This is an optimization exercise on Yosys and OpenROAD, whose aim is small area, not a production implementation. The RTL was checked by simulation tests, not by an equivalence proof against the original design. Power is estimated from default activity; no workload was simulated.

## try-tundra
==> flow/design.v (excerpt) <==
module regfile_sb
#(
    parameter  int XLEN   = rf_pkg::XLEN_DEF,
    parameter  int NREGS  = rf_pkg::NREGS_DEF,
    parameter  int NRD    = 2,
    parameter  int BYPASS = 1,
    localparam int AW     = $clog2(NREGS)
) (
    input  logic                clk,
    input  logic                rst_n,
    input  logic [NRD*AW-1:0]   rd_addr,
    output logic [NRD*XLEN-1:0] rd_data,
    output logic [NRD-1:0]      rd_busy,
    input  logic                we,
    input  logic [AW-1:0]       wa,
    input  logic [XLEN-1:0]     din,
    input  logic                iss_valid,
    input  logic [AW-1:0]       iss_rd,
    input  logic                flush,
    output logic [NREGS-1:0]    busy_vec
);
export LEC_CHECK = 0
export CAP_MARGIN = 10
export CORE_MARGIN = 2
export CORE_UTILIZATION = 45
export SETUP_SLACK_MARGIN = 0.2
export SLEW_MARGIN = 10
export SYNTH_HIERARCHICAL = 1
export SYNTH_MINIMUM_KEEP_SIZE = 0
create_clock -name core_clock -period 6.0 [get_ports {clk}]
standard.sh (not shown) runs the stock make flow with config.mk's settings and CLKGATE_MAP_FILE= SYNTH_SCRIPT=/design/flow/synth_recipe.tcl, a recipe that flattens the netlist after the stock synthesis.
==> flow/flow/run.sh <==
#!/bin/bash
# Standard layout (the standard.sh) with these changes: the floorplan step
# removes synthesis buffers instead of running an early timing repair on the
# unplaced netlist; ports are buffered with buf_1 instead of the flow's default
# delay buffer; and the clock tree is built from clkbuf_8 cells in clusters of
# up to 16 sinks, without dummy loads. Each tool's full output goes to its own
# log under orfs/logs; make's output goes to make.log in this folder.
set -euo pipefail
export BUFFER_PORTS_ARGS="-buffer_cell sky130_fd_sc_hd__buf_1"
export CTS_ARGS="-sink_clustering_enable -repair_clock_nets -dont_use_dummy_load -sink_clustering_size 16 -sink_clustering_max_diameter 80 -buf_list {sky130_fd_sc_hd__clkbuf_8}"
bash standard.sh REMOVE_ABC_BUFFERS=1 finish > make.log 2>&1
try-tundra reached the final stage; the timing, design-rule and antenna checks on its layout passed.
Input-level comparison between try-delta and try-tundra:
Settings: SETUP_SLACK_MARGIN changed from 0.2 to 0.4; SLEW_MARGIN changed from 10 to 20; CORE_UTILIZATION changed from 45 to 40; CAP_MARGIN changed from 10 to 20.
==> flow/run.sh (new file) <==
#!/bin/bash
# synth_recipe.tcl (not shown) runs the flow's synth.tcl, then flattens the netlist and writes it again
# the make line also repeats each setting of config.mk as NAME=value (left out here)
make -C /OpenROAD-flow-scripts/flow DESIGN_CONFIG=/design/flow/config.mk WORK_HOME=/design/flow/orfs CLKGATE_MAP_FILE= SYNTH_SCRIPT=/design/flow/synth_recipe.tcl finish
removed: flow/flow/run.sh
removed: flow/standard.sh
Notes after the runs:
Comparing try-tundra and try-delta, the lower non-clock buffer count is on try-tundra.
Compare try-tundra and try-delta | weighted congestion at the end of routability-driven global placement higher: try-tundra
Sort try-tundra and try-delta by clock-buffer cell count, ascending, and try-tundra comes first.
[compare] base=try-tundra new=try-delta: power consumed by sequential cells ~0 delta; critical path arrival moved down; share of total power in the clock network has increased.
Number of rows in the core area grows by a few percent when moving from try-tundra to try-delta.
When try-delta is measured against try-tundra, its logic gate share of total power turns out 1.1 points lower.
Against try-tundra, try-delta reports a wire length on met1 that is higher.
Relative to try-delta, the following input files were edited for try-ember:
Settings: a change of CORE_UTILIZATION from 40 to 38; a change of SETUP_SLACK_MARGIN from 0.4 to 0.3.
==> flow/flow/run.sh (new file) <==
#!/bin/bash
# Standard layout (the standard.sh) with these changes: ports are
# buffered with buf_2 instead of the flow's default delay buffer; the clock
# tree is built from clkbuf_8 cells in clusters of up to 16 sinks, without
# dummy loads; and timing repair may resize a cell to one of another
# footprint. Each tool's full output goes to its own log under orfs/logs;
# make's output goes to make.log in this folder.
set -euo pipefail
export BUFFER_PORTS_ARGS="-buffer_cell sky130_fd_sc_hd__buf_2"
export CTS_ARGS="-sink_clustering_enable -repair_clock_nets -dont_use_dummy_load -sink_clustering_size 16 -sink_clustering_max_diameter 80 -buf_list {sky130_fd_sc_hd__clkbuf_8}"
bash standard.sh MATCH_CELL_FOOTPRINT=0 finish > make.log 2>&1
==> flow/standard.sh (new file) <==
#!/bin/bash
# synth_recipe.tcl (not shown) runs the flow's synth.tcl, then flattens the netlist and writes it again
# the make line also repeats each setting of config.mk as NAME=value (left out here)
make -C /OpenROAD-flow-scripts/flow DESIGN_CONFIG=/design/flow/config.mk WORK_HOME=/design/flow/orfs CLKGATE_MAP_FILE= SYNTH_SCRIPT=/design/flow/synth_recipe.tcl "${@:-finish}"
removed: flow/run.sh
Results
Worst relative slew slack on try-ember is behind try-delta.
On sequential share of layout area: try-ember sits above try-delta.
Relative to try-delta, the initial antenna violation count of try-ember is higher by 1.
Looking at met3 wire length across try-ember and try-delta, the one that comes out higher is try-ember.
On area overhead of the layout relative to synthesis: between try-ember and try-delta, it ends up higher for try-delta.
Portion of total power attributed to the clock network ended up 14 points lower on try-ember than on try-delta.
In the flow results for try-ember and try-delta, the combinational share of power is smaller on try-delta.
Routed wire in try-ember totals less than in try-delta.
Against try-delta, try-ember reports a tap cell count that is higher.

-- what the ideal ports hide --
Ports are ideal in the flow. The routed layouts listed here were re-timed in OpenROAD. Step 1 (the two cells are an assumption about what drives the block):
set clk [get_ports {clk}]
set_driving_cell -lib_cell sky130_fd_sc_hd__clkbuf_16 $clk
set_driving_cell -lib_cell sky130_fd_sc_hd__buf_2 [delete_from_list [all_inputs] $clk]
Step 2 times the ports against the registers' clock, not the clock port: input delays grow and output delays shrink by t, the midpoint of the rising clock arrivals with the driver on. a / b / c = no drivers / after step 1 / after step 2; a / b = the first two.
run | t, ns | slack for setup (ns) | latest minus earliest clock arrival (ns)
try-tundra | 0.797 | 0.180 / 0.158 / 0.158 | 0.110 / 0.110
try-delta | 0.798 | 0.300 / 0.269 / 0.269 | 0.046 / 0.045
try-ember | 0.806 | 0.315 / 0.290 / 0.290 | 0.107 / 0.106
After both steps setup and hold are still met in every run listed. The setup slack of try-delta, which loses most, moves by -0.031 ns with the drivers and by -0.031 ns with both steps.
